From an optimization exercise on the open Yosys and OpenROAD flow, aimed at small area; shortcuts taken in it are not production practice. RTL that was checked went through simulation tests only; none was proved equivalent to the original. Only the layout flow was run in runs 2 and 3; the RTL was not checked for function there. Power figures rest on the tool's default switching activity, not on a simulated workload.

==> flow/run.sh <==
#!/bin/bash
# synth_recipe.tcl (not shown) runs the flow's synth.tcl, then flattens the netlist and writes it again
# the make line also repeats each setting of config.mk as NAME=value (left out here)
make -C /OpenROAD-flow-scripts/flow DESIGN_CONFIG=/design/flow/config.mk WORK_HOME=/design/flow/orfs CLKGATE_MAP_FILE= SYNTH_SCRIPT=/design/flow/synth_recipe.tcl finish
==> flow/config.mk <==
export PLATFORM = sky130hd
export DESIGN_NAME = rob_commit
export DESIGN_NICKNAME = rob_commit
export VERILOG_FILES = /design/flow/design.v
export SDC_FILE = /design/flow/constraint.sdc
export NUM_CORES = 4
export LEC_CHECK = 0
export CAP_MARGIN = 20
export CORE_MARGIN = 2
export CORE_UTILIZATION = 35
export PLACE_DENSITY = 0.55
export SLEW_MARGIN = 20
==> flow/constraint.sdc <==
create_clock -name core_clock -period 6.0 [get_ports {clk}]
set_input_delay 1.2000 -clock core_clock [delete_from_list [all_inputs] [get_ports {clk}]]
set_output_delay 1.2000 -clock core_clock [all_outputs]
set_load 0.01 [all_outputs]
==> flow/design.v <==
package rob_pkg;
    localparam int ROB_DEPTH = 16;
    localparam int ROB_IDX   = 4;
    localparam int RETIRE_W  = 3;
    localparam int AR_SIZE   = 7;
    localparam int DATA_W    = 32;
endpackage
module rob_retire_sel #(
    parameter int AR_SIZE = rob_pkg::AR_SIZE
) (
    input  logic [1:0]         ret_cnt,
    input  logic [AR_SIZE-1:0] rd0,
    input  logic [AR_SIZE-1:0] rd1,
    input  logic [AR_SIZE-1:0] rd2,
    output logic [2:0]         wr_en
);
    logic t0, t1, t2;
    logic nz0, nz1, nz2;
    assign t0  = (ret_cnt != 2'd0);
    assign t1  = ret_cnt[1];
    assign t2  = (ret_cnt == 2'd3);
    assign nz0 = |rd0;
    assign nz1 = |rd1;
    assign nz2 = |rd2;
    assign wr_en[2] = t2 && nz2;
    assign wr_en[1] = t1 && nz1 && !(t2 && (rd2 == rd1));
    assign wr_en[0] = t0 && nz0 && !(t1 && (rd1 == rd0)) && !(t2 && (rd2 == rd0));
endmodule
module rob_commit #(
    parameter int ROB_DEPTH = rob_pkg::ROB_DEPTH,
    parameter int ROB_IDX   = rob_pkg::ROB_IDX,
    parameter int AR_SIZE   = rob_pkg::AR_SIZE,
    parameter int DATA_W    = rob_pkg::DATA_W
) (
    input  logic                clk,
    input  logic                rstn,
    input  logic                flush,
    input  logic                alloc_valid,
    input  logic                alloc_dest_en,
    input  logic [AR_SIZE-1:0]  alloc_rd,
    output logic                alloc_ready,
    output logic [ROB_IDX-1:0]  alloc_idx,
    input  logic                cmpl0_valid,
    input  logic [ROB_IDX-1:0]  cmpl0_idx,
    input  logic [DATA_W-1:0]   cmpl0_data,
    input  logic                cmpl1_valid,
    input  logic [ROB_IDX-1:0]  cmpl1_idx,
    input  logic [DATA_W-1:0]   cmpl1_data,
    output logic                ret_wr_en1,
    output logic [AR_SIZE-1:0]  ret_wr_addr1,
    output logic [DATA_W-1:0]   ret_wr_data1,
    output logic                ret_wr_en2,
    output logic [AR_SIZE-1:0]  ret_wr_addr2,
    output logic [DATA_W-1:0]   ret_wr_data2,
    output logic                ret_wr_en3,
    output logic [AR_SIZE-1:0]  ret_wr_addr3,
    output logic [DATA_W-1:0]   ret_wr_data3,
    output logic [1:0]          retire_count,
    output logic [ROB_IDX:0]    rob_count,
    output logic                rob_empty
);
    logic [ROB_DEPTH-1:0]                done_q;
    logic [ROB_DEPTH-1:0][AR_SIZE-1:0]   rd_q;
    logic [ROB_DEPTH-1:0][DATA_W-1:0]    data_q;
    logic [ROB_IDX-1:0]                  head_q;
    logic [ROB_IDX:0]                    count_q;
    logic [1:0]                          ret_cnt_q;
    logic [ROB_IDX-1:0]                  tail, h1, h2, ph;
    logic                                rdy0, rdy1, rdy2;
    logic [1:0]                          sel_cnt;
    logic [2:0]                          wr_en;
    assign tail        = head_q + count_q[ROB_IDX-1:0];
    assign alloc_ready = !count_q[ROB_IDX];
    assign alloc_idx   = tail;
    assign h1   = head_q + 4'd1;
    assign h2   = head_q + 4'd2;
    assign rdy0 = (count_q != 5'd0) && done_q[head_q];
    assign rdy1 = (count_q > 5'd1)  && done_q[h1];
    assign rdy2 = (count_q > 5'd2)  && done_q[h2];
    assign sel_cnt = !rdy0 ? 2'd0 : !rdy1 ? 2'd1 : !rdy2 ? 2'd2 : 2'd3;
    always_ff @(posedge clk) begin
        if (!rstn || flush) begin
            head_q    <= '0;
            count_q   <= '0;
            ret_cnt_q <= '0;
        end else begin
            head_q    <= head_q + {2'b00, sel_cnt};
            count_q   <= count_q + {4'd0, alloc_valid && alloc_ready} - {3'd0, sel_cnt};
            ret_cnt_q <= sel_cnt;
        end
    end
    for (genvar i = 0; i < ROB_DEPTH; i++) begin : g_ent
        logic wr_tail, hit0, hit1;
        assign wr_tail = alloc_ready && (tail == i[ROB_IDX-1:0]);
        assign hit0    = cmpl0_valid && (cmpl0_idx == i[ROB_IDX-1:0]);
        assign hit1    = cmpl1_valid && (cmpl1_idx == i[ROB_IDX-1:0]);
        always_ff @(posedge clk) begin
            if (wr_tail) done_q[i] <= 1'b0;
            else if (hit0 || hit1) done_q[i] <= 1'b1;
            if (wr_tail) rd_q[i] <= alloc_dest_en ? alloc_rd : '0;
            data_q[i] <= (data_q[i] & {DATA_W{done_q[i]}})
                       | (cmpl1_data & {DATA_W{!done_q[i] && hit1}})
                       | (cmpl0_data & {DATA_W{!done_q[i] && !hit1}});
        end
    end
    localparam int EW = AR_SIZE + DATA_W;
    logic [ROB_DEPTH-1:0][EW-1:0] ent;
    logic [3:0][EW-1:0]           bank;
    logic [2:0][EW-1:0]           slot;
    assign ph = head_q - {2'b00, ret_cnt_q};
    for (genvar e = 0; e < ROB_DEPTH; e++) begin : g_ent_rd
        assign ent[e] = {rd_q[e], data_q[e]};
    end
    for (genvar b = 0; b < 4; b++) begin : g_bank
        logic [1:0] row;
        assign row     = ph[3:2] + {1'b0, (ph[1:0] > b[1:0])};
        assign bank[b] = ent[{row, b[1:0]}];
    end
    for (genvar k = 0; k < 3; k++) begin : g_slot
        logic [1:0] bsel;
        assign bsel    = ph[1:0] + k[1:0];
        assign slot[k] = bank[bsel];
    end
    rob_retire_sel #(.AR_SIZE(AR_SIZE)) u_sel (
        .ret_cnt (ret_cnt_q),
        .rd0     (slot[0][EW-1:DATA_W]),
        .rd1     (slot[1][EW-1:DATA_W]),
        .rd2     (slot[2][EW-1:DATA_W]),
        .wr_en   (wr_en)
    );
    assign ret_wr_en1   = wr_en[0];
    assign ret_wr_en2   = wr_en[1];
    assign ret_wr_en3   = wr_en[2];
    assign ret_wr_addr1 = slot[0][EW-1:DATA_W];
    assign ret_wr_addr2 = slot[1][EW-1:DATA_W];
    assign ret_wr_addr3 = slot[2][EW-1:DATA_W];
    assign ret_wr_data1 = slot[0][DATA_W-1:0];
    assign ret_wr_data2 = slot[1][DATA_W-1:0];
    assign ret_wr_data3 = slot[2][DATA_W-1:0];
    assign retire_count = ret_cnt_q;
    assign rob_count    = count_q;
    assign rob_empty    = (count_q == '0);
endmodule
==> results of run 1 <==
through the flow:
step           util (%)  std cells  total power [W]
6_report          42.26       4719          0.01502
5_1_grt           42.26       4718          0.01588
4_1_cts           41.72       4702          0.01503
3_5_place_dp      38.98       4551          0.01066
3_3_place_gp      38.97       4550          0.01056
2_1_floorplan         -       3304         0.009226
cell type report:
type                            count  area, um2
Multi-Input combinational cell   2327      18820
Clock inverter                     24      150.1
Clock buffer                      104       2107
Antenna cell                        6      15.01
Fill cell                        9187      54940
Sequential cell                   651      14210
Inverter                           22      90.09
Tap cell                         1265       1583
Timing Repair Buffer              320       3231
how the worst min path moves through the flow:
stage | from | to | slack [ps]
floorplan | data_q[147]$_DFF_P_ | data_q[147]$_DFF_P_ | 420
global placement | data_q[350]$_DFF_P_ | data_q[350]$_DFF_P_ | 430
finish | data_q[302]$_DFF_P_ | data_q[302]$_DFF_P_ | 450
CTS | data_q[105]$_DFF_P_ | data_q[105]$_DFF_P_ | 460
detailed placement | data_q[105]$_DFF_P_ | data_q[105]$_DFF_P_ | 440
global route | data_q[334]$_DFF_P_ | data_q[334]$_DFF_P_ | 470
critical path, stage by stage (launching register included):
cell and delay (ps):
dfxtp_2 320, inv_1 70, ha_4 170, fa_4 870, clkinv_4 90, ha_4 170, ha_4 170, xnor2_2 180
nand3_2 150, nand2_4 160, mux4_2 380, mux4_2 530, or4_4 560, nor4_4 290, nor3_2 80, clkbuf_2 130
cell usage after synthesis, types with 3 or more instances:
cell and n:
mux2i_1 647, dfxtp_1 539, nand2_1 537, o21ai_0 526, clkbuf_1 270, mux4_2 199, edfxtp_1 112, nor2_1 110
nor3_1 59, nand2b_1 35, buf_1 29, xor2_1 26, a22oi_1 23, nand3_1 23, inv_1 21, xnor2_1 21
ha_1 20, o41a_1 18, a21oi_1 15, a311oi_1 9, and2_1 9, nor4_1 7, or2_2 5, buf_2 4
fa_1 4, or3_1 4, a21o_1 3, nand2_2 3, nor2b_1 3, o21ai_2 3
logic make-up after synthesis:
family,after synthesis
mux,846
flops,651
simple gates,803
xor+xnor,47
compound gates,605
fa+ha+maj,24
buf+inv,328
where the power goes:
part / internal (W) / switching (W)
combinational: 0.00185 / 0.00159
clock: 0.00248 / 0.00187
sequential: 0.00611 / 0.00112
total: 0.0104 / 0.00459
per-layer routing:
| metal | track usage [%] | up-vias | routed length, um |
|---|---|---|---|
| met5 | 0 | - | 61 |
| met4 | 8.156 | 10 | 3704 |
| met2 | 37.22 | 855 | 54420 |
| met3 | 4.354 | 200 | 7363 |
| met1 | 32.04 | 12890 | 53130 |
| li1 | - | 12140 | - |
cell usage in the layout, fill, tap and decap left out, types with 16 or more instances in the layout:
master,Yosys,layout
nand3_1,23,18
mux2i_1,647,628
o21ai_0,526,526
edfxtp_1,112,112
mux4_2,199,199
inv_1,21,19
dfxtp_1,539,521
dlymetal6s2s_1,0,65
o41a_1,18,18
nand2_1,537,535
xnor2_1,21,16
clkbuf_16,0,77
clkdlybuf4s50_1,0,147
xor2_1,26,25
a22oi_1,23,23
clkbuf_1,270,18
nor2_1,110,98
nand2b_1,35,29
buf_4,2,91
nor3_1,59,58
registers in the layout, indices dropped and copies added, names as in the netlist:
name       flops
done_q        16
ret_cnt_q      2
count_q        5
data_q       512
rd_q         112
head_q         4
what timing repair did:
item / in CTS / in global routing
buffers inserted: 21 / 10
hold endpoints to repair: 0 / 0
pin swaps: 6 / 9
resized for setup: 45 / 119
hold buffers: 0 / 0
gates cloned: 3 / 1
setup endpoints to repair: 108 / 55
==> run summary, run 1 <==
cts bufs inserted: 72
status: finished with violations
yosys warns: 1
vias in the first global route: 24870
Post-Synth XOR/XNOR Area: 1.221%
Crit path arrival time: 4940 ps
Max Clock Freq: 0.1630 GHz
Tcrit/Tclk final: 102.3%
root buf cell: clkbuf_16
first-pass iteration count of the detailed router: 5
Starting Density: 35.42%
crit path to: ret_wr_en1
Clock Skew: 32.38 ps
drc violations: 0
Worst-Margin Slew: 1243 ps
Setup CP Type: reg2out
Synth Area in Adders: 0.9800%
Via density: 5.529
Reg clk slew, reported paths: 60 ps
main combinational cell family by area after synthesis: multiplexers
IO Pins: 219
WL/cell: 25.15 um
Non-Filler Cell Area, Final: 0.04021 mm2
Syn Area/Cell: 10.20 um2
core footprint: 0.09515 mm2
Clock Latency Late Sink: 630 ps
post-place setup slack: 55.52 ps
post-synthesis register bit count: 651
EDFF count, synth: 112
LEAKAGE: 16.17 nW
Crit. End Element: primary output
synth-to-layout area growth: 19.30%
R2R Path End: count_q[4]$_SDFF_PP0_
# setup viols final: 3
Fin. Hold Viols: 0
Die ar.: 0.09880 mm2
Worst EP required: 4800 ps
total gr overflow: 0
initial antenna violation count: 12
Worst Path Max Fanout: 5
post-DP HPWL: 69140 um
setup slack after layout: -135.9 ps
post-layout min period: 6136 ps
hold_ws: 453.2 ps
H-tree Lvls: 3
IO buf count: 218
Die Wd: 314.3 um
Area contributors post-synth: dfxtp_1, mux2i_1, mux4_2, edfxtp_1, o21ai_0
Startpoint Class: flop
TNS Setup: -268.9 ps
via count: 26090
antenna viol nets, final: 0
placed instance area: 0.03709 mm2
path depth of the worst reg2reg path: 16
complex-gate fraction of the synthesized area: 9.729%
row count: 113
Die H: 314.3 um
first-pass GRT wire length: 171400 um
simple-gate share of the synthesized area: 9.856%
Slew headroom: 17.10%
worst setup path start: head_q[0]$_SDFF_PP0_
CTS tree: yes
Final #Nets: 3504
largest net degree at the start of global routing: 69
Max VDD drop: 0.1766 mV
DRT iter0 DRCs: 2495
Post-Route WL: 118700 um
top cell type's share of synthesized area: 32.01%
Worst Hold Class: reg2reg
unrepaired setup endpoints after global routing: true
GRT Total Usage: 23.46%
Placer Congestion: 0.8309
Yosys top cell by area: dfxtp_1
ratio of cells with drive above 1 in the final layout: 14.76%
Violated Checks: setup timing
PD cells: 373.6 mW/mm2
r2r startpoint: head_q[0]$_SDFF_PP0_
Max Cap Viol: 0
Post-synth top flop: dfxtp_1
Post-Syn Instances: 3304
distinct cell type count of the synthesized netlist: 46
hold path depth: 2
Synth Net Count: 3414
clk buf depth: 3
CTS sink count: 651
multiplexer area fraction after synthesis: 32.51%
Final Max Slew Viols: 0
FF-to-FF setup slack: 2060 ps
FFs w/ async S/R, synth: 0%
Synth Cell Area: 0.03371 mm2
part of the Yosys area used for sequential elements: 41.99%
==> run 2, diff against run 1 <==
--- a/flow/design.v
+++ b/flow/design.v
@@ -27,2 +27,25 @@
     assign wr_en[0] = t0 && nz0 && !(t1 && (rd1 == rd0)) && !(t2 && (rd2 == rd0));
+endmodule
+module rob_data_next #(
+    parameter int DATA_W = rob_pkg::DATA_W
+) (
+    input  logic [DATA_W-1:0] q,
+    input  logic [DATA_W-1:0] d0,
+    input  logic [DATA_W-1:0] d1,
+    input  logic              hold,
+    input  logic              sel0,
+    input  logic              sel1,
+    output logic [DATA_W-1:0] d
+);
+    assign d = (q & {DATA_W{hold}}) | (d0 & {DATA_W{sel0}}) | (d1 & {DATA_W{sel1}});
+endmodule
+module rob_mux4oh #(
+    parameter int W = 1
+) (
+    input  logic [3:0][W-1:0] in,
+    input  logic [3:0]        sel,
+    output logic [W-1:0]      out
+);
+    assign out = (in[0] & {W{sel[0]}}) | (in[1] & {W{sel[1]}})
+               | (in[2] & {W{sel[2]}}) | (in[3] & {W{sel[3]}});
 endmodule
@@ -63,3 +86,3 @@
     logic [ROB_DEPTH-1:0][AR_SIZE-1:0]   rd_q;
-    logic [ROB_DEPTH-1:0][DATA_W-1:0]    data_q;
+    logic [ROB_DEPTH-1:0][DATA_W-1:0]    data_q, data_d;
     logic [ROB_IDX-1:0]                  head_q;
@@ -67,2 +90,3 @@
     logic [1:0]                          ret_cnt_q;
+    logic [ROB_IDX-1:0]                  ph_q;
     logic [ROB_IDX-1:0]                  tail, h1, h2, ph;
@@ -91,2 +115,3 @@
     end
+    always_ff @(posedge clk) ph_q <= head_q;
     for (genvar i = 0; i < ROB_DEPTH; i++) begin : g_ent
@@ -100,6 +125,13 @@
             if (wr_tail) rd_q[i] <= alloc_dest_en ? alloc_rd : '0;
-            data_q[i] <= (data_q[i] & {DATA_W{done_q[i]}})
-                       | (cmpl1_data & {DATA_W{!done_q[i] && hit1}})
-                       | (cmpl0_data & {DATA_W{!done_q[i] && !hit1}});
+            data_q[i] <= data_d[i];
         end
+        rob_data_next #(.DATA_W(DATA_W)) u_dn (
+            .q    (data_q[i]),
+            .d0   (cmpl0_data),
+            .d1   (cmpl1_data),
+            .hold (done_q[i]),
+            .sel0 (!done_q[i] && !hit1),
+            .sel1 (!done_q[i] && hit1),
+            .d    (data_d[i])
+        );
     end
@@ -109,3 +141,3 @@
     logic [2:0][EW-1:0]           slot;
-    assign ph = head_q - {2'b00, ret_cnt_q};
+    assign ph = ph_q;
     for (genvar e = 0; e < ROB_DEPTH; e++) begin : g_ent_rd
@@ -113,11 +145,21 @@
     end
+    logic [3:0][3:0][EW-1:0] col;        
+    logic [3:0][1:0]         row;        
+    logic [3:0][3:0]         row_oh;
+    logic [2:0][1:0]         bsel;       
+    logic [2:0][3:0]         bsel_oh;
     for (genvar b = 0; b < 4; b++) begin : g_bank
-        logic [1:0] row;
-        assign row     = ph[3:2] + {1'b0, (ph[1:0] > b[1:0])};
-        assign bank[b] = ent[{row, b[1:0]}];
+        assign row[b] = ph[3:2] + {1'b0, (ph[1:0] > b[1:0])};
+        for (genvar r = 0; r < 4; r++) begin : g_row
+            assign row_oh[b][r] = (row[b] == r[1:0]);
+            assign col[b][r]    = ent[4*r+b];
+        end
+        rob_mux4oh #(.W(EW)) u_mux (.in(col[b]), .sel(row_oh[b]), .out(bank[b]));
     end
     for (genvar k = 0; k < 3; k++) begin : g_slot
-        logic [1:0] bsel;
-        assign bsel    = ph[1:0] + k[1:0];
-        assign slot[k] = bank[bsel];
+        assign bsel[k] = ph[1:0] + k[1:0];
+        for (genvar b = 0; b < 4; b++) begin : g_b
+            assign bsel_oh[k][b] = (bsel[k] == b[1:0]);
+        end
+        rob_mux4oh #(.W(EW)) u_mux (.in(bank), .sel(bsel_oh[k]), .out(slot[k]));
     end
--- a/flow/config.mk
+++ b/flow/config.mk
@@ -12 +12,2 @@
 export SLEW_MARGIN = 20
+export SYNTH_HIERARCHICAL = 1
==> run summary, run 2 <==
synth-to-layout area growth: 15.22%
distinct cell type count of the synthesized netlist: 50
antenna viol nets, final: 0
total gr overflow: 0
fin util: 40.54%
Max Cap Viol: 0
Regs by FF count: data_q (512), rd_q (112), done_q (16)
Setup CP Type: reg2out
Post-Syn Instances: 3064
unrepaired setup endpoints after global routing: false
most flop-heavy register: data_q
Reg clk slew, reported paths: 60 ps
core footprint: 0.08960 mm2
P_int: 0.01105 W
switch share: 31.42%
Final Max Slew Viols: 0
PD cells: 443.5 mW/mm2
Resized Gates After CTS: 0
Syn Area/Cell: 10.29 um2
Yosys top cell by area: dfxtp_1
Worst-Margin Slew: 1127 ps
Starting Density: 35.19%
vias in the first global route: 26530
most used cell, CP: nand2_1
r2r startpoint: done_q[3]$_SDFFE_PP0P_
GRT Total Usage: 25.96%
Max VDD drop: 0.2354 mV
Fin. Hold Viols: 0
Placer Congestion: 0.8411
first-pass GRT wire length: 181700 um
# setup viols final: 0
initial antenna violation count: 9
Worst Hold Class: reg2reg
Slew headroom: 24.57%
via count: 28180
Crit path arrival time: 4220 ps
Final #Nets: 3288
Worst Path Buf+Inv: 1
worst-path cell chain: or2_2, ha_1, xor2_1, and2_2, a22oi_2, nand2_1, a22oi_1, nand2_1, or4_1, o41ai_2, a41oi_1, clkdlybuf4s50_1
sw power: 0.005062 W
Worst Hold Path EP: data_q[165]$_DFF_P_
most common library cells after synthesis: dfxtp_1, inv_1, a222oi_1
Clock Skew: 19.23 ps
first-pass iteration count of the detailed router: 11
R2R Path End: count_q[4]$_SDFF_PP0_
largest net degree at the start of global routing: 70
root buf cell: clkbuf_16
commonest cells after routing, fill and taps aside: dfxtp_1, inv_1, a222oi_1, a22oi_1, nand2_1
path depth of the worst reg2reg path: 13
setup slack after layout: 578.2 ps
yosys warns: 7
DRT iter0 DRCs: 5270
Largest register FFs: 512
Die ar.: 0.09250 mm2
Post-synth top flop: dfxtp_1
post-place setup slack: 1210 ps
Die H: 304.1 um
Tcrit/Tclk final: 90.36%
post-DP HPWL: 76700 um
Synth Net Count: 3170
FFs w/ async S/R, synth: 0%
post-layout min period: 5422 ps
clk buf depth: 3
IO buf count: 218
FF-to-FF setup slack: 2140 ps
Flop pwr share: 43.6%
Area contributors post-synth: dfxtp_1, a222oi_1, edfxtp_1, a22oi_1, inv_1
Comb pwr share: 28.7%
CTS sink count: 655
CP max stage delay: 560 ps
TNS Setup: 0 ps
most frequent cell after synthesis: dfxtp_1
Startpoint Class: flop
status: complete, no violations
post-synthesis register bit count: 655
Synth Cell Area: 0.03153 mm2
hold buffers post-CTS: 0
part of the Yosys area used for sequential elements: 45.15%
ratio of cells with drive above 1 in the final layout: 13.04%
CTS tree: yes
Post-Route WL: 125800 um
Worst EP required: 4800 ps
Worst Path Max Fanout: 17
kind of cell adding the most delay to the critical path: simple AND/OR/NAND/NOR gates
hold path depth: 2
worst hold start: data_q[165]$_DFF_P_
slowest stage cell, crit path: or4_1
cts bufs inserted: 73
Max Clock Freq: 0.1844 GHz
top cell type's share of synthesized area: 34.48%
drc violations: 0
IO Pins: 219
LEAKAGE: 15.25 nW
Clock Latency Late Sink: 630 ps
EDFF count, synth: 112
Die Wd: 304.1 um
row count: 110
most common cell after layout, fill and taps aside: dfxtp_1
WL/cell: 28.50 um
Via density: 6.384
Clk pwr share: 27.7%
Setup Buffers After CTS: 0
hold_ws: 491.5 ps
Crit. End Element: primary output
H-tree Lvls: 3
## run 2: power groups by stage
stage               Clock, W  Sequential (W)  Combinational, W
floorplan                  0         0.00690           0.00330
global placement           0         0.00707           0.00446
detailed placement         0         0.00709           0.00458
CTS                  0.00452         0.00701           0.00459
global route         0.00471         0.00721           0.00503
finish               0.00446         0.00703           0.00462
## run 2: cell type report
cell class	instances	area, um2
clock inverter	25	270.3
timing repair buffer	308	2858
inverter	520	1954
antenna	1	2.502
fill	8691	53270
tap	1176	1471
clock buffer	105	2068
multi-input combinational	1624	13450
sequential	655	14250
## run 2: how the worst max path moves through the flow
stage,from,end,slack [ps],cells past startpoint
floorplan,ph_q[1]$_DFF_P_,ret_wr_en2,1930,13
global placement,ph_q[1]$_DFF_P_,ret_wr_en2,1230,12
detailed placement,ph_q[1]$_DFF_P_,ret_wr_en2,1210,12
CTS,ph_q[1]$_DFF_P_,ret_wr_en2,560,12
global route,ph_q[1]$_DFF_P_,ret_wr_en2,340,12
finish,ph_q[1]$_DFF_P_,ret_wr_en2,580,12
## run 2: logic make-up (layout without fill, tap and decap cells)
kind of cell | count (synthesis) | count (layout) | share of synthesized area (%)
AO/OA/AOI/OAI | 1120 | 1120 | 32.71
XOR/XNOR | 37 | 37 | 1.028
adder cells (fa/ha/maj) | 20 | 20 | 0.8651
buffers and inverters | 785 | 958 | 13.42
flip-flops | 655 | 655 | 45.15
multiplexers | 18 | 18 | 1.028
other | 0 | 1 | 0
AND/OR/NAND/NOR | 429 | 429 | 5.810
## run 2: per-layer routing
metal	share of wire, %	GRT usage [%]
met1	39	33.92
met4	4.1	11.07
met3	11	5.523
met2	46	41.48
met5	0.066	0
## run 2: through the flow
step	std cells	cell area [um2]	total power, W
final	4414	36320	0.01611
after CTS	4413	36310	0.01612
after global placement	4283	33980	0.01153
after floorplan	3064	31530	0.01020
after detailed placement	4283	33980	0.01167
after global routing	4414	36320	0.01695
## run 2: worst register-to-register path, cell delays in order, from the launching register on
cell       delay, ps
dfxtp_2          510
buf_4            510
mux4_1           370
nand3_1          100
a2111oi_2        390
o221ai_1         220
nand2_1          250
xnor2_1          100
ha_1             220
fa_1             460
a21oi_1          150
nor2_1            60
or3_1            300
a21oi_1          130
==> run 3, diff against run 2 <==
--- a/flow/config.mk
+++ b/flow/config.mk
@@ -9,4 +9,5 @@
 export CORE_MARGIN = 2
-export CORE_UTILIZATION = 35
-export PLACE_DENSITY = 0.55
+export CORE_UTILIZATION = 60
+export CTS_BUF_LIST = sky130_fd_sc_hd__clkbuf_4 sky130_fd_sc_hd__clkbuf_8
+export PLACE_DENSITY = 0.75
 export SLEW_MARGIN = 20
==> run summary, run 3 <==
Crit path arrival time: 4610 ps
synth-to-layout area growth: 12.49%
distinct cell type count of the synthesized netlist: 50
total gr overflow: 0
LEAKAGE: 15.19 nW
PD cells: 443.2 mW/mm2
H-tree Lvls: 3
row count: 84
sw power: 0.005082 W
Max Cap Viol: 0
Via density: 7.425
Synth Cell Area: 0.03153 mm2
Placer Congestion: 0.9190
Synth Net Count: 3170
Final Max Slew Viols: 0
Post-Route WL: 115000 um
Tcrit/Tclk final: 96.83%
Die ar.: 0.05440 mm2
IO buf count: 218
post-DP HPWL: 71100 um
Die Wd: 233.2 um
status: complete, no violations
hold buffers post-CTS: 0
Regs by FF count: data_q (512), rd_q (112), done_q (16)
Reg clk slew, reported paths: 60 ps
Max Clock Freq: 0.1721 GHz
via count: 29510
fin util: 67.90%
Yosys top cell by area: dfxtp_1
WL/cell: 28.93 um
Final #Nets: 3308
commonest cells after routing, fill and taps aside: dfxtp_1, inv_1, a222oi_1, a22oi_1, nand2_1
Comb pwr share: 28.7%
most common cell after layout, fill and taps aside: dfxtp_1
Worst Path Max Fanout: 17
switch share: 32.33%
core footprint: 0.05224 mm2
Setup Buffers After CTS: 0
first-pass iteration count of the detailed router: 17
Flop pwr share: 46.1%
cts bufs inserted: 103
ratio of cells with drive above 1 in the final layout: 14.65%
CTS tree: yes
unrepaired setup endpoints after global routing: false
post-synthesis register bit count: 655
drc violations: 0
hold_ws: 491.7 ps
Setup CP Type: reg2out
CTS sink count: 655
first-pass GRT wire length: 170600 um
Clk pwr share: 25.2%
setup slack after layout: 190.3 ps
yosys warns: 7
P_int: 0.01064 W
GRT Total Usage: 41.05%
antenna viol nets, final: 0
FFs w/ async S/R, synth: 0%
most common library cells after synthesis: dfxtp_1, inv_1, a222oi_1
Worst-Margin Slew: 1216 ps
part of the Yosys area used for sequential elements: 45.15%
IO Pins: 219
Starting Density: 60.36%
top cell type's share of synthesized area: 34.48%
Area contributors post-synth: dfxtp_1, a222oi_1, edfxtp_1, a22oi_1, inv_1
largest net degree at the start of global routing: 76
DRT iter0 DRCs: 6341
post-layout min period: 5810 ps
Post-Syn Instances: 3064
Clock Skew: 32.54 ps
Largest register FFs: 512
TNS Setup: 0 ps
root buf cell: clkbuf_8
EDFF count, synth: 112
Fin. Hold Viols: 0
Clock Latency Late Sink: 750 ps
# setup viols final: 0
Worst EP required: 4800 ps
most flop-heavy register: data_q
initial antenna violation count: 6
Max VDD drop: 0.2015 mV
post-place setup slack: 957.4 ps
Syn Area/Cell: 10.29 um2
most frequent cell after synthesis: dfxtp_1
Worst Hold Class: reg2reg
clk buf depth: 3
Die H: 233.2 um
Post-synth top flop: dfxtp_1
Startpoint Class: flop
Slew headroom: 18.93%
Crit. End Element: primary output
vias in the first global route: 29240
## run 3: cell count changes in the layout (fill, tap and decap cells not counted), moves of 7 or more
cell,change
clkbuf_16,-74
buf_4,-11
clkinv_1,+7
clkbuf_1,-21
clkbuf_8,+114
clkbuf_4,+35
## run 3: metrics by stage
stage	power, W	area (um2)	cells
after CTS	0.01560	35450	3970
after floorplan	0.01020	31530	3064
after detailed placement	0.01168	33280	3784
after global routing	0.01646	35460	3973
final	0.01572	35470	3974
after global placement	0.01131	33280	3784
## run 3: path summary, 6_finish.rpt
kind                                      startpoint                    end  slack [ps]  depth (start not counted)
worst max register to register  head_q[1]$_SDFF_PP0_  count_q[4]$_SDFF_PP0_        1710                         13
worst max-delay path                 ph_q[1]$_DFF_P_             ret_wr_en2         190                         13
worst min-delay path             data_q[497]$_DFF_P_    data_q[497]$_DFF_P_         490                          2
worst min register to register   data_q[497]$_DFF_P_    data_q[497]$_DFF_P_         490                          2
## run 3: cell type report
type	instances	area, um2
fill	3983	16770
sequential	655	14260
multi-input combinational	1625	13450
timing repair buffer	297	2775
clock buffer	159	1969
inverter	520	1954
tap	688	860.8
clock inverter	27	196.4
antenna	3	7.507
## run 3: power groups by stage
stage                     registers (W)  logic (W)  clock network [W]
after floorplan                 0.00690    0.00330                  0
after global placement          0.00714    0.00417                  0
after detailed placement        0.00728    0.00441                  0
after CTS                       0.00720    0.00443            0.00397
after global routing            0.00740    0.00488            0.00417
final                           0.00725    0.00451            0.00396
## run 3: logic make-up after synthesis
kind of cell | synth area share (%)
DFF | 45.15
and+or+nand+nor | 5.810
adders and majority gates | 0.8651
buffers and inverters | 13.42
AOI/OAI and AO/OA | 32.71
xor gates and xnor gates | 1.028
muxes | 1.028
## run 3: layer usage
layer	share of wire (%)	vias up	GRT usage (%)
met5	0.031	-	0
met4	6.7	6	27.03
met3	15	580	11.94
met2	44	2553	61.57
met1	35	14080	51.41
li1	-	12280	-
## run 3: timing repair
action	CTS	global route
gates resized for setup	0	0
hold endpoints to repair	0	0
endpoints found under the setup margin	0	1
## run 3: worst max-delay path: stages (launching register included)
cell and delay [ps]:
dfxtp_1 420, or2_2 370, ha_1 230, xor2_1 190
and2_2 300, buf_4 260, a22oi_2 190, nand2_1 120
a22oi_1 200, nand2_1 160, or4_1 610, o41ai_2 220
a41oi_1 90, clkdlybuf4s50_1 510
==> run 4, diff against run 3 <==
--- a/flow/design.v
+++ b/flow/design.v
@@ -156,3 +156,9 @@
         end
-        rob_mux4oh #(.W(EW)) u_mux (.in(col[b]), .sel(row_oh[b]), .out(bank[b]));
+        for (genvar j = 0; j < EW; j++) begin : g_bit
+            rob_mux4oh u_mux (
+                .in  ({col[b][3][j], col[b][2][j], col[b][1][j], col[b][0][j]}),
+                .sel (row_oh[b]),
+                .out (bank[b][j])
+            );
+        end
     end
@@ -163,3 +169,9 @@
         end
-        rob_mux4oh #(.W(EW)) u_mux (.in(bank), .sel(bsel_oh[k]), .out(slot[k]));
+        for (genvar j = 0; j < EW; j++) begin : g_bit
+            rob_mux4oh u_mux (
+                .in  ({bank[3][j], bank[2][j], bank[1][j], bank[0][j]}),
+                .sel (bsel_oh[k]),
+                .out (slot[k][j])
+            );
+        end
     end
--- a/flow/config.mk
+++ b/flow/config.mk
@@ -9,6 +9,6 @@
 export CORE_MARGIN = 2
-export CORE_UTILIZATION = 60
-export CTS_BUF_LIST = sky130_fd_sc_hd__clkbuf_4 sky130_fd_sc_hd__clkbuf_8
-export PLACE_DENSITY = 0.75
+export CORE_UTILIZATION = 35
+export PLACE_DENSITY = 0.55
 export SLEW_MARGIN = 20
 export SYNTH_HIERARCHICAL = 1
+export SYNTH_MINIMUM_KEEP_SIZE = 0
==> run summary, run 4 <==
status: complete, no violations
unrepaired setup endpoints after global routing: false
Syn Area/Cell: 10.13 um2
Yosys top cell by area: dfxtp_1
Non-Filler Cell Area, Final: 0.03584 mm2
most flop-heavy register: data_q
Power Total: 0.01641 W
Setup Buffers After CTS: 0
Synth Cell Area: 0.02989 mm2
TNS Setup: 0 ps
most frequent cell after synthesis: a22oi_1
antenna viol nets, final: 0
Worst Hold Path EP: data_q[240]$_DFF_P_
most common cell after layout, fill and taps aside: a22oi_1
Die Wd: 296.2 um
PD cells: 457.8 mW/mm2
Clock Skew: 20.34 ps
Crit. End Element: primary output
Startpoint Class: flop
Worst Hold Class: reg2reg
Post-Syn Instances: 2950
synth-to-layout area growth: 19.90%
yosys warns: 7
Slew headroom: 21.58%
Die ar.: 0.08775 mm2
Worst EP required: 4800 ps
Area contributors post-synth: dfxtp_1, a222oi_1, a22oi_1, edfxtp_1, inv_1
Largest register FFs: 512
Placer Congestion: 0.8689
FF-to-FF setup slack: 1670 ps
CTS tree: yes
Setup CP Type: reg2out
Synth Net Count: 3056
hold path depth: 2
Starting Density: 35.21%
root buf cell: clkbuf_16
Worst Path Buf+Inv: 2
Die H: 296.2 um
total gr overflow: 0
vias in the first global route: 26170
largest net degree at the start of global routing: 71
LEAKAGE: 15.28 nW
post-synthesis register bit count: 655
part of the Yosys area used for sequential elements: 47.62%
Final #Nets: 3279
r2r startpoint: done_q[7]$_SDFFE_PP0P_
worst-path cell chain: or2_2, ha_1, xnor2_1, and2_2, buf_4, a22oi_1, nand2_1, a22oi_1, nand2_1, xor2_1, nor4_1, a21oi_1, o21a_1, clkdlybuf4s50_1
most common library cells after synthesis: a22oi_1, dfxtp_1, inv_1
Worst-Margin Slew: 1176 ps
DRT iter0 DRCs: 5483
post-layout min period: 5608 ps
Clock Latency Late Sink: 630 ps
first-pass GRT wire length: 176100 um
kind of cell adding the most delay to the critical path: simple AND/OR/NAND/NOR gates
FFs w/ async S/R, synth: 0%
worst hold start: data_q[240]$_DFF_P_
CP max stage delay: 530 ps
Worst Path Max Fanout: 33
drc violations: 0
H-tree Lvls: 3
post-DP HPWL: 74610 um
placed instance area: 0.03317 mm2
Fin. Hold Viols: 0
Post-synth top flop: dfxtp_1
path depth of the worst reg2reg path: 11
Tcrit/Tclk final: 93.46%
FILL cells: 8291
first-pass iteration count of the detailed router: 14
ratio of cells with drive above 1 in the final layout: 9.220%
GRT Total Usage: 26.65%
cts bufs inserted: 74
initial antenna violation count: 3
core footprint: 0.08488 mm2
Max Cap Viol: 0
Resized Gates After CTS: 0
Regs by FF count: data_q (512), rd_q (112), done_q (16)
Reg clk slew, reported paths: 60 ps
Post-Route WL: 120500 um
top cell type's share of synthesized area: 36.37%
EDFF count, synth: 112
Max Clock Freq: 0.1783 GHz
WL/cell: 27.53 um
# setup viols final: 0
commonest cells after routing, fill and taps aside: a22oi_1, dfxtp_1, inv_1, a222oi_1, nand2_1
distinct cell type count of the synthesized netlist: 54
slowest stage cell, crit path: clkdlybuf4s50_1
IO Pins: 219
Via density: 6.378
CTS sink count: 655
clk buf depth: 3
Max VDD drop: 0.2148 mV
R2R Path End: count_q[4]$_SDFF_PP0_
row count: 107
via count: 27920
hold buffers post-CTS: 0
Final Max Slew Viols: 0
IO buf count: 218
Crit path arrival time: 4410 ps
[run 4: cell count changes in the layout (fill, tap and decap cells not counted), moves of 5 or more]
cell       change
mux4_1         -5
clkinv_1       -8
clkbuf_1       +8
clkbuf_4      -35
clkbuf_16     +76
a22oi_2      -140
a21oi_1        -5
a22oi_1      +141
mux4_2         +6
clkbuf_8     -107
clkinv_2       +5
bufinv_16      +8
[run 4: worst max-delay path by stage]
stage	slack (ps)	end	startpoint	depth (start not counted)
after floorplan	230	ret_wr_en1	ph_q[1]$_DFF_P_	12
after global placement	1130	ret_wr_en1	ph_q[1]$_DFF_P_	14
after detailed placement	1090	ret_wr_en1	ph_q[1]$_DFF_P_	14
after CTS	380	ret_wr_en1	ph_q[1]$_DFF_P_	14
after global routing	170	ret_wr_en1	ph_q[1]$_DFF_P_	14
final	390	ret_wr_en1	ph_q[1]$_DFF_P_	14
[run 4: Yosys stat by module, one instance, submodules excluded, a selection]
module / flops+latches / area (um2)
rob_mux4oh: 0 / 18.77
rob_commit: 655 / 16090
[run 4: cell type report]
| type | count | area, um2 | area share [%] |
|---|---|---|---|
| diodes | 1 | 2.502 | 0.006983 |
| clock buffers | 101 | 2166 | 6.044 |
| clock inverters | 34 | 470.5 | 1.313 |
| inverters | 520 | 1954 | 5.454 |
| multi-input cells | 1621 | 12710 | 35.47 |
| flip-flops and latches | 655 | 14260 | 39.79 |
| well taps | 1144 | 1431 | 3.994 |
| repair buffers | 301 | 2843 | 7.932 |
[run 4: logic make-up after synthesis]
group | count (synthesis) | share of synthesized area, %
compound gates | 1115 | 32.02
buf+inv | 674 | 11.11
flops | 655 | 47.62
simple gates | 429 | 6.103
xor+xnor | 38 | 1.139
fa+ha+maj | 20 | 0.9125
mux | 19 | 1.097
[run 4: routing by layer]
metal  share of wire [%]  GRT usage, %
met4                 3.4         10.22
met1                  41         36.61
met3                  11         4.931
met2                  45         41.45
met5               0.033             0
[run 4: where the power goes]
group          switching, W  leakage (nW)  internal (W)
Sequential         0.000889          5.59       0.00614
Clock               0.00192          1.30       0.00297
Combinational       0.00220          8.40       0.00229
Total               0.00501          15.3        0.0114
[run 4: tightest hold or removal path, delay by kind of cell, from the launching register on]
| family | cells | cell delay, ps |
|---|---|---|
| DFF | 1 | 320 |
| AOI/OAI and AO/OA | 1 | 90 |
| buffers and inverters | 1 | 50 |
[run 4: stage by stage]
stage | hold slack, ps | setup WS [ps] | cells | utilization [%]
global route | 504.8 | 174.7 | 4376 | 42.22
CTS | 493.8 | 376.2 | 4375 | 42.19
finish | 490.6 | 392.3 | 4377 | 42.22
floorplan | 329.0 | 225.4 | 2950 | -
detailed placement | 478.6 | 1088 | 4240 | 39.08
global placement | 472.7 | 1131 | 4240 | 39.08
==> run 5, diff against run 4 <==
==> flow/flow/run.sh (new file) <==
#!/bin/bash
# The standard layout (standard.sh), with two changes made through ORFS
# variables: the port buffers are the smallest buffer, and CTS clusters up to
# 16 flip-flops per clkbuf_8 and inserts no dummy loads.
set -euo pipefail
export BUFFER_PORTS_ARGS="-buffer_cell sky130_fd_sc_hd__buf_1"
export CTS_ARGS="-sink_clustering_enable -repair_clock_nets -dont_use_dummy_load -buf_list {sky130_fd_sc_hd__clkbuf_8} -sink_clustering_size 16 -sink_clustering_max_diameter 60"
bash standard.sh > standard.log 2>&1
==> flow/standard.sh (new file) <==
#!/bin/bash
# synth_recipe.tcl (not shown) runs the flow's synth.tcl, then flattens the netlist and writes it again
# the make line also repeats each setting of config.mk as NAME=value (left out here)
make -C /OpenROAD-flow-scripts/flow DESIGN_CONFIG=/design/flow/config.mk WORK_HOME=/design/flow/orfs CLKGATE_MAP_FILE= SYNTH_SCRIPT=/design/flow/synth_recipe.tcl "${@:-finish}"
removed: flow/run.sh
==> run summary, run 5 <==
Syn Area/Cell: 10.13 um2
Comb pwr share: 30.9%
Power Total: 0.01356 W
DRT iter0 DRCs: 5451
via count: 27730
Max Cap Viol: 0
Clock Skew: 137.1 ps
Crit path arrival time: 4090 ps
Die ar.: 0.08775 mm2
yosys warns: 7
Tcrit/Tclk final: 88.08%
Non-Filler Cell Area, Final: 0.03259 mm2
Worst-Margin Slew: 1089 ps
Setup Buffers After CTS: 0
Post-synth top flop: dfxtp_1
Final Max Slew Viols: 0
Final #Nets: 3262
worst-path cell chain: or2_2, ha_1, xnor2_1, and2_2, a22oi_1, nand2_1, a22oi_1, nand2_1, or4_1, o41ai_2, a41oi_1, buf_1
GRT Total Usage: 26.96%
Worst Path Max Fanout: 21
ratio of cells with drive above 1 in the final layout: 7.292%
cts bufs inserted: 57
most flop-heavy register: data_q
hold buffers post-CTS: 0
IO buf count: 218
top cell type's share of synthesized area: 36.37%
clk buf depth: 3
hold_ws: 492.6 ps
first-pass iteration count of the detailed router: 13
sw power: 0.004586 W
Crit. End Element: primary output
Synth Cell Area: 0.02989 mm2
CP max stage delay: 580 ps
FFs w/ async S/R, synth: 0%
post-layout min period: 5285 ps
post-synthesis register bit count: 655
placed instance area: 0.03178 mm2
Synth Net Count: 3056
status: complete, no violations
Flop pwr share: 51.9%
most common cell after layout, fill and taps aside: a22oi_1
core footprint: 0.08488 mm2
largest net degree at the start of global routing: 71
CTS tree: yes
Startpoint Class: flop
synth-to-layout area growth: 9.021%
root buf cell: clkbuf_8
total gr overflow: 0
Via density: 6.448
Starting Density: 35.21%
unrepaired setup endpoints after global routing: false
Worst Hold Class: reg2reg
Die Wd: 296.2 um
Placer Congestion: 0.8722
commonest cells after routing, fill and taps aside: a22oi_1, dfxtp_1, inv_1, a222oi_1, nand2_1
EDFF count, synth: 112
Area contributors post-synth: dfxtp_1, a222oi_1, a22oi_1, edfxtp_1, inv_1
Resized Gates After CTS: 0
Slew headroom: 26.97%
most frequent cell after synthesis: a22oi_1
initial antenna violation count: 6
distinct cell type count of the synthesized netlist: 54
Regs by FF count: data_q (512), rd_q (112), done_q (16)
P_int: 0.008978 W
H-tree Lvls: 2
Post-Route WL: 122900 um
TNS Setup: 0 ps
switch share: 33.81%
Clk pwr share: 17.2%
Reg clk slew, reported paths: 80 ps
FILL cells: 8580
Post-Syn Instances: 2950
part of the Yosys area used for sequential elements: 47.62%
storage element area: 0.01426 mm2
vias in the first global route: 25630
Worst EP required: 4800 ps
# setup viols final: 0
footprint of the multi-input gates: 0.01271 mm2
CTS sink count: 655
row count: 107
post-DP HPWL: 76030 um
Die H: 296.2 um
slowest stage cell, crit path: or4_1
Max VDD drop: 0.1845 mV
Max Clock Freq: 0.1892 GHz
Largest register FFs: 512
drc violations: 0
Fin. Hold Viols: 0
Yosys top cell by area: dfxtp_1
LEAKAGE: 13.80 nW
IO Pins: 219
Setup CP Type: reg2out
most common library cells after synthesis: a22oi_1, dfxtp_1, inv_1
first-pass GRT wire length: 177200 um
Clock Latency Late Sink: 770 ps
WL/cell: 28.57 um
PD cells: 416.2 mW/mm2
antenna viol nets, final: 0
==> run 5: metal layers <==
layer / global-route usage, % / vias to the layer above / part of all wire [%]
li1: - / 12090 / -
met1: 36.20 / 13720 / 40
met2: 42.76 / 1678 / 46
met3: 5.658 / 236 / 11
met4: 9.350 / 6 / 3.2
met5: 0.9978 / - / 0.033
==> run 5: final cells by class <==
class / instances / share of cell area [%]
Antenna cell: 3 / 0.02304
Sequential cell: 655 / 43.75
Inverter: 520 / 5.998
Timing Repair Buffer: 301 / 4.423
Clock buffer: 57 / 2.407
Tap cell: 1144 / 4.393
Multi-Input combinational cell: 1621 / 39.01
==> run 5: worst paths after layout <==
check                     endpoint  slack, ps  cells past startpoint                    from
max                     ret_wr_en2        710                     12         ph_q[0]$_DFF_P_
min            data_q[173]$_DFF_P_        490                      2     data_q[173]$_DFF_P_
min reg2reg    data_q[173]$_DFF_P_        490                      2     data_q[173]$_DFF_P_
max reg2reg  count_q[4]$_SDFF_PP0_       1820                     12  done_q[7]$_SDFFE_PP0P_
==> run 5: modules after synthesis (local to each module, per instance), a selection <==
module	cells inside	times used
rob_mux4oh	3	273
rob_commit	924	1
==> run 5: power groups by stage <==
stage / Sequential [W] / Combinational [W] / Clock, W
after floorplan: 0.00685 / 0.00321 / 0
after global placement: 0.00710 / 0.00405 / 0
after detailed placement: 0.00711 / 0.00416 / 0
after CTS: 0.00702 / 0.00416 / 0.00238
after global routing: 0.00723 / 0.00462 / 0.00253
final: 0.00704 / 0.00419 / 0.00233
==> run 5: cell families (layout without fill, tap and decap cells) <==
| group | after synthesis | after routing | synth area share (%) |
|---|---|---|---|
| AND/OR/NAND/NOR | 429 | 429 | 6.103 |
| adder cells (fa/ha/maj) | 20 | 20 | 0.9125 |
| flip-flops | 655 | 655 | 47.62 |
| AO/OA/AOI/OAI | 1115 | 1115 | 32.02 |
| multiplexers | 19 | 19 | 1.097 |
| XOR/XNOR | 38 | 38 | 1.139 |
| buffers and inverters | 674 | 878 | 11.11 |
| other | 0 | 3 | 0 |
==> run 5: metrics by stage <==
| step | std cells | utilization, % | setup WS (ps) |
|---|---|---|---|
| floorplan | 2950 | - | 225.4 |
| global placement | 4240 | 37.45 | 1560 |
| detailed placement | 4240 | 37.45 | 1497 |
| CTS | 4297 | 38.37 | 679.7 |
| global route | 4300 | 38.39 | 503.3 |
| finish | 4301 | 38.39 | 715.0 |
==> run 5: worst max-delay path, delay by kind of cell, from the launching register on <==
family                     cells  cell delay (ps)
DFF                            1              360
adders and majority gates      1              230
and+or+nand+nor                5             1670
AOI/OAI and AO/OA              4              720
xor gates and xnor gates       1              170
buffers and inverters          1              160
==> run 6, diff against run 5 <==
==> flow/flow/run.sh (replaced) <==
#!/bin/bash
# The standard layout (standard.sh), with three changes made through ORFS
# variables: the port buffers are the smallest buffer, CTS uses small clock
# buffers and no dummy loads, and gates with spare slack are downsized after
# global routing.
set -euo pipefail
export BUFFER_PORTS_ARGS="-buffer_cell sky130_fd_sc_hd__buf_1"
export CTS_ARGS="-sink_clustering_enable -repair_clock_nets -dont_use_dummy_load -buf_list {sky130_fd_sc_hd__clkbuf_4 sky130_fd_sc_hd__clkbuf_8}"
export RECOVER_POWER=100
bash standard.sh > standard.log 2>&1
==> run summary, run 6 <==
Clock Latency Late Sink: 760 ps
most common library cells after synthesis: a22oi_1, dfxtp_1, inv_1
clk buf depth: 3
Reg clk slew, reported paths: 50 ps
Tcrit/Tclk final: 88.86%
Post-Route WL: 123700 um
Worst EP required: 4800 ps
storage element area: 0.01425 mm2
IO Pins: 219
Final #Nets: 3315
Non-Filler Cell Area, Final: 0.03304 mm2
Max Clock Freq: 0.1876 GHz
total gr overflow: 0
Yosys top cell by area: dfxtp_1
post-DP HPWL: 76030 um
Worst-Margin Slew: 2816 ps
CTS tree: yes
DRT iter0 DRCs: 5507
hold buffers post-CTS: 0
ratio of cells with drive above 1 in the final layout: 7.484%
Syn Area/Cell: 10.13 um2
Via density: 6.462
part of the Yosys area used for sequential elements: 47.62%
root buf cell: clkbuf_8
EDFF count, synth: 112
Final Max Slew Viols: 429
commonest cells after routing, fill and taps aside: a22oi_1, dfxtp_1, inv_1, a222oi_1, nand2_1
most frequent cell after synthesis: a22oi_1
# setup viols final: 0
FILL cells: 8545
Placer Congestion: 0.8722
initial antenna violation count: 7
synth-to-layout area growth: 10.54%
Post-Syn Instances: 2950
Die Wd: 296.2 um
Area contributors post-synth: dfxtp_1, a222oi_1, a22oi_1, edfxtp_1, inv_1
Comb pwr share: 28.8%
TNS Setup: 0 ps
Worst Path Max Fanout: 22
drc violations: 0
IO buf count: 218
Crit. End Element: primary output
Clk pwr share: 22.6%
top cell type's share of synthesized area: 36.37%
CTS sink count: 655
yosys warns: 7
WL/cell: 28.42 um
Regs by FF count: data_q (512), rd_q (112), done_q (16)
H-tree Lvls: 3
status: finished with violations
Fin. Hold Viols: 0
post-layout min period: 5332 ps
sw power: 0.004765 W
cts bufs inserted: 110
Synth Net Count: 3056
Setup CP Type: reg2out
Resized Gates After CTS: 0
distinct cell type count of the synthesized netlist: 54
switch share: 32.84%
most flop-heavy register: data_q
Startpoint Class: flop
Setup Buffers After CTS: 0
Clock Skew: 51.52 ps
Synth Cell Area: 0.02989 mm2
Flop pwr share: 48.7%
Max VDD drop: 0.1754 mV
P_int: 0.009746 W
row count: 107
core footprint: 0.08488 mm2
most common cell after layout, fill and taps aside: a22oi_1
Die ar.: 0.08775 mm2
placed instance area: 0.03178 mm2
FFs w/ async S/R, synth: 0%
GRT Total Usage: 27.20%
Max Cap Viol: 22
Violated Checks: capacitance limit, slew limit
Die H: 296.2 um
Worst Hold Class: reg2reg
first-pass iteration count of the detailed router: 14
footprint of the multi-input gates: 0.01252 mm2
Slew headroom: -87.76%
unrepaired setup endpoints after global routing: false
PD cells: 439.2 mW/mm2
vias in the first global route: 26230
via count: 28130
Largest register FFs: 512
LEAKAGE: 14.07 nW
Post-synth top flop: dfxtp_1
antenna viol nets, final: 0
largest net degree at the start of global routing: 71
Crit path arrival time: 4130 ps
first-pass GRT wire length: 178400 um
post-synthesis register bit count: 655
Starting Density: 35.21%
==> run 6: power by group through the flow <==
stage | combinational (W) | clock (W) | sequential [W]
final | 0.00418 | 0.00327 | 0.00706
after global placement | 0.00405 | 0 | 0.00710
after detailed placement | 0.00416 | 0 | 0.00711
after global routing | 0.00459 | 0.00350 | 0.00724
after floorplan | 0.00321 | 0 | 0.00685
after CTS | 0.00416 | 0.00332 | 0.00704
==> run 6: cell type report <==
| class | instances | area share, % |
|---|---|---|
| Tap cell | 1144 | 4.332 |
| Multi-Input combinational cell | 1621 | 37.91 |
| Sequential cell | 655 | 43.14 |
| Antenna cell | 2 | 0.01515 |
| Timing Repair Buffer | 301 | 4.109 |
| Inverter | 520 | 5.915 |
| Clock buffer | 110 | 4.582 |
==> run 6: worst paths after layout <==
kind                                from             endpoint  slack [ps]  cells after the start
setup / recovery         ph_q[1]$_DFF_P_      ret_wr_data1[9]         670                     10
hold / removal       data_q[494]$_DFF_P_  data_q[494]$_DFF_P_         490                      2
setup reg to reg  done_q[1]$_SDFFE_PP0P_   data_q[32]$_DFF_P_        1380                      5
hold reg to reg      data_q[494]$_DFF_P_  data_q[494]$_DFF_P_         490                      2
==> run 6: cells by family after synthesis <==
family	Yosys count	share of synthesized area (%)
compound gates	1115	32.02
xor+xnor	38	1.139
fa+ha+maj	20	0.9125
buf+inv	674	11.11
flops	655	47.62
mux	19	1.097
simple gates	429	6.103
==> run 6: routing by layer <==
layer  vias to the layer above  GRT usage (%)  routed length [um]
met2                      1816          42.88               56110
li1                      12210              -                   -
met3                       273          5.748               14550
met1                     13830          36.16               48550
met4                         8          10.90                4367
met5                         -         0.9978                 161
==> run 6: per-module statistics from Yosys, one instance, submodules excluded, excerpt <==
module      times used  area (um2)
rob_commit           1       16090
rob_mux4oh         273       18.77
==> run 6: critical path, stage by stage (launching register included) <==
cell,delay (ps)
dfxtp_1,430
and2_0,250
ha_1,240
xor2_1,280
and2_2,550
clkbuf_2,760
a22oi_1,190
nand2_1,240
a22oi_1,120
nand2_1,160
buf_1,170
==> run 6: stage by stage <==
| step | setup WS [ps] | cells | total power (W) | util, % | hold slack, ps |
|---|---|---|---|---|---|
| after detailed placement | 1497 | 4240 | 0.01127 | 37.45 | 478.5 |
| after global routing | 519.7 | 4353 | 0.01533 | 38.93 | 506.3 |
| final | 668.1 | 4353 | 0.01451 | 38.93 | 488.8 |
| after floorplan | 225.4 | 2950 | 0.01007 | - | 329.0 |
| after CTS | 725.5 | 4350 | 0.01452 | 39.23 | 492.5 |
| after global placement | 1560 | 4240 | 0.01114 | 37.45 | 472.9 |
==> run 7, diff against run 6 <==
--- a/flow/design.v
+++ b/flow/design.v
@@ -41,11 +41,37 @@
 endmodule
-module rob_mux4oh #(
-    parameter int W = 1
-) (
-    input  logic [3:0][W-1:0] in,
-    input  logic [3:0]        sel,
-    output logic [W-1:0]      out
-);
-    assign out = (in[0] & {W{sel[0]}}) | (in[1] & {W{sel[1]}})
-               | (in[2] & {W{sel[2]}}) | (in[3] & {W{sel[3]}});
+module rob_mux4oh (
+    input  logic [3:0] in,
+    input  logic [3:0] sel,
+    output logic       out
+);
+    logic n3, n4;
+    rob_aoi222 u_aoi (
+        .a0 (in[0]), .b0 (sel[0]),
+        .a1 (in[1]), .b1 (sel[1]),
+        .a2 (in[2]), .b2 (sel[2]),
+        .y  (n3)
+    );
+    rob_nand2 u_n4  (.a(in[3]), .b(sel[3]), .y(n4));
+    rob_nand2 u_out (.a(n3), .b(n4), .y(out));
+endmodule
+module rob_aoi222 (
+    input  logic a0, b0, a1, b1, a2, b2,
+    output logic y
+);
+    assign y = !((a0 && b0) || (a1 && b1) || (a2 && b2));
+endmodule
+module rob_nand2 (
+    input  logic a, b,
+    output logic y
+);
+    assign y = !(a && b);
+endmodule
+module rob_rd_next (
+    input  logic q,
+    input  logic rd,
+    input  logic wr,
+    input  logic keep,
+    output logic d
+);
+    assign d = (rd && wr) || (q && keep);
 endmodule
@@ -85,3 +111,4 @@
     logic [ROB_DEPTH-1:0]                done_q;
-    logic [ROB_DEPTH-1:0][AR_SIZE-1:0]   rd_q;
+    logic [ROB_DEPTH-1:0][AR_SIZE-1:0]   rd_q, rd_d;
+    logic [AR_SIZE-1:0]                  alloc_rd_m;
     logic [ROB_DEPTH-1:0][DATA_W-1:0]    data_q, data_d;
@@ -116,2 +143,3 @@
     always_ff @(posedge clk) ph_q <= head_q;
+    assign alloc_rd_m = alloc_dest_en ? alloc_rd : '0;
     for (genvar i = 0; i < ROB_DEPTH; i++) begin : g_ent
@@ -124,4 +152,13 @@
             else if (hit0 || hit1) done_q[i] <= 1'b1;
-            if (wr_tail) rd_q[i] <= alloc_dest_en ? alloc_rd : '0;
+            rd_q[i] <= rd_d[i];
             data_q[i] <= data_d[i];
+        end
+        for (genvar j = 0; j < AR_SIZE; j++) begin : g_rd
+            rob_rd_next u_rn (
+                .q    (rd_q[i][j]),
+                .rd   (alloc_rd_m[j]),
+                .wr   (wr_tail),
+                .keep (!wr_tail),
+                .d    (rd_d[i][j])
+            );
         end
==> flow/flow/run.sh (replaced) <==
#!/bin/bash
# The standard layout (standard.sh), with two changes made through ORFS
# variables: the port buffers are the smallest buffer, and CTS clusters up to
# 16 flip-flops per clkbuf_8 and inserts no dummy loads.
set -euo pipefail
export BUFFER_PORTS_ARGS="-buffer_cell sky130_fd_sc_hd__buf_1"
export CTS_ARGS="-sink_clustering_enable -repair_clock_nets -dont_use_dummy_load -buf_list {sky130_fd_sc_hd__clkbuf_8} -sink_clustering_size 16 -sink_clustering_max_diameter 60"
bash standard.sh > standard.log 2>&1
--- a/flow/config.mk
+++ b/flow/config.mk
@@ -9,4 +9,4 @@
 export CORE_MARGIN = 2
-export CORE_UTILIZATION = 35
-export PLACE_DENSITY = 0.55
+export CORE_UTILIZATION = 45
+export PLACE_DENSITY = 0.6
 export SLEW_MARGIN = 20
==> run summary, run 7 <==
antenna viol nets, final: 0
core footprint: 0.06458 mm2
Syn Area/Cell: 9.567 um2
TNS Setup: 0 ps
yosys warns: 7
Setup CP Type: reg2out
H-tree Lvls: 2
# placed instances: 4082
PD cells: 433.3 mW/mm2
Post-Route WL: 121000 um
Post-Syn Instances: 3083
Setup Buffers After CTS: 0
clk buf depth: 3
Slew headroom: 21.76%
storage element area: 0.01313 mm2
most flop-heavy register: data_q
most frequent cell after synthesis: a222oi_1
hold path depth: 1
fin util: 49.25%
Yosys top cell by area: dfxtp_1
synth-to-layout area growth: 7.827%
first-pass GRT wire length: 176600 um
ratio of cells with drive above 1 in the final layout: 6.734%
Final Max Slew Viols: 0
Crit path arrival time: 4640 ps
Placer Congestion: 0.9008
initial antenna violation count: 12
CTS sink count: 655
via count: 29260
path depth of the worst reg2reg path: 13
Clock Skew: 60.53 ps
r2r startpoint: head_q[1]$_SDFF_PP0_
status: complete, no violations
vias in the first global route: 28110
Crit. End Element: primary output
Worst Path Max Fanout: 39
Max Cap Viol: 0
Final Non-Filler Cells: 4143
Max Clock Freq: 0.1714 GHz
top cell type's share of synthesized area: 44.46%
commonest cells after routing, fill and taps aside: a222oi_1, dfxtp_1, nand2_1, inv_1, buf_1
IO buf count: 218
worst hold start: rd_q[105]$_DFF_P_
drc violations: 0
Largest register FFs: 512
cts bufs inserted: 53
distinct cell type count of the synthesized netlist: 47
# setup viols final: 0
most common library cells after synthesis: a222oi_1, dfxtp_1, nand2_1
post-DP HPWL: 75790 um
Die Wd: 260.0 um
Clock Latency Late Sink: 700 ps
Die H: 260.0 um
EDFF count, synth: 0
Reg clk slew, reported paths: 90 ps
GRT Total Usage: 34.16%
unrepaired setup endpoints after global routing: false
DRT iter0 DRCs: 7013
Worst Hold Class: reg2reg
most common cell after layout, fill and taps aside: a222oi_1
Tcrit/Tclk final: 97.26%
largest net degree at the start of global routing: 76
Regs by FF count: data_q (512), rd_q (112), done_q (16)
Synth Net Count: 3189
post-synthesis register bit count: 655
WL/cell: 29.22 um
Worst EP required: 4800 ps
post-layout min period: 5836 ps
Final #Nets: 3390
Starting Density: 45.67%
row count: 93
root buf cell: clkbuf_8
part of the Yosys area used for sequential elements: 44.46%
footprint of the multi-input gates: 0.01339 mm2
Post-synth top flop: dfxtp_1
FFs w/ async S/R, synth: 0%
Worst-Margin Slew: 1174 ps
first-pass iteration count of the detailed router: 20
Worst Hold Path EP: rd_q[105]$_DFF_P_
LEAKAGE: 14.06 nW
Max VDD drop: 0.2210 mV
Area contributors post-synth: dfxtp_1, a222oi_1, nand2_1, inv_1, buf_6
Startpoint Class: flop
Die ar.: 0.06761 mm2
total gr overflow: 0
FF-to-FF setup slack: 1720 ps
IO Pins: 219
Via density: 7.062
R2R Path End: count_q[4]$_SDFF_PP0_
Fin. Hold Viols: 0
CTS tree: yes
FILL cells: 6133
hold buffers post-CTS: 0
Synth Cell Area: 0.02949 mm2
-- run 7: final cells by class --
type | instances | area share (%)
Antenna cell | 6 | 0.04721
Clock buffer | 53 | 2.294
Inverter | 537 | 6.342
Multi-Input combinational cell | 1738 | 42.11
Sequential cell | 655 | 41.29
Tap cell | 855 | 3.364
Timing Repair Buffer | 299 | 4.548
-- run 7: cells by family after synthesis --
group | share of synthesized area, %
adder cells (fa/ha/maj) | 0.9248
XOR/XNOR | 1.099
AO/OA/AOI/OAI | 31.28
AND/OR/NAND/NOR | 9.698
flip-flops | 44.46
multiplexers | 1.086
buffers and inverters | 11.46
-- run 7: critical path: stages, from the launching register on --
cell	delay, ps
dfxtp_1	540
and2_4	440
ha_1	270
xnor2_1	150
and2_4	400
a222oi_1	330
nand2_1	160
a222oi_1	370
nand2_1	250
or4_1	570
o41ai_2	210
a41oi_1	100
buf_1	170
-- run 7: repair_timing --
item,CTS,global route
pin swaps,0,1
resized for setup,1,1
setup endpoints to repair,1,2
cloned,0,1
-- run 7: how the worst max path moves through the flow --
stage / start / endpoint / cells past startpoint
finish: ph_q[1]$_DFF_P_ / ret_wr_en2 / 12
global route: ph_q[1]$_DFF_P_ / ret_wr_en2 / 12
CTS: ph_q[1]$_DFF_P_ / ret_wr_en2 / 12
detailed placement: ph_q[1]$_DFF_P_ / ret_wr_en2 / 12
global placement: ph_q[1]$_DFF_P_ / ret_wr_en2 / 12
floorplan: ph_q[1]$_DFF_P_ / ret_wr_en1 / 12
-- run 7: per-layer routing --
layer / global-route usage, % / part of all wire, % / up-vias
li1: - / - / 12590
met2: 53.54 / 45 / 2147
met4: 14.81 / 4.2 / 10
met5: 0 / 0.052 / -
met1: 44.42 / 38 / 14200
met3: 8.694 / 13 / 314
-- run 7: metrics by stage --
step                      hold slack (ps)  total power, W  cell area, um2  worst slack [ps]
final                               479.9         0.01378           31800             164.1
after global routing                496.6         0.01458           31800             11.23
after CTS                           484.1         0.01370           31750             34.16
after detailed placement            456.9         0.01153           31010             665.2
after global placement              456.1         0.01124           31010             755.2
after floorplan                     329.0         0.01027           29500             268.6
-- run 7: per-module statistics from Yosys, one instance, submodules excluded, a selection --
module / times used / cells inside / flops+latches / cell area (um2)
rob_commit: 1 / 945 / 655 / 15060
rob_aoi222: 273 / 1 / 0 / 10.01
rob_rd_next: 112 / 1 / 0 / 8.758
rob_nand2: 546 / 1 / 0 / 3.754
-- run 7: power by group --
part / switching, W / leakage (nW) / internal, W
Sequential: 0.000887 / 5.46 / 0.00606
Clock: 0.00145 / 0.381 / 0.000786
Combinational: 0.00239 / 8.22 / 0.00221
Total: 0.00472 / 14.1 / 0.00906

-- port drivers added, routing unchanged --
In the flow no input, the clock included, has a driving cell. The finished layouts below were timed again as built, in two steps. Step 1 sets driving cells, clkbuf_16 on the clock port and buf_2 on the other inputs (assumed; they add their load-dependent delay and slew). Step 2, shift: input delay + t, output delay - t, t = (earliest + latest rising clock arrival at the registers) / 2. This alone moves slack from input paths to output paths. Slacks: ideal ports / drivers / drivers and shift; pairs: ideal ports / drivers.
run | shift t [ns] | setup slack, ns | worst data-port slew with drivers (ns)
run 1 | 0.683 | -0.136 / -0.204 / 0.479 | 0.18
run 2 | 0.689 | 0.578 / 0.508 / 1.196 | 0.13
run 3 | 0.788 | 0.190 / 0.132 / 0.920 | 0.13
run 4 | 0.695 | 0.392 / 0.321 / 1.016 | 0.16
run 5 | 0.762 | 0.715 / 0.654 / 1.416 | 0.15
run 6 | 0.777 | 0.668 / 0.607 / 0.133 | 0.15
run 7 | 0.738 | 0.164 / 0.097 / 0.835 | 0.14
For run 6, which loses most, drivers alone change the setup slack by -0.061 ns; drivers and shift together by -0.535 ns.
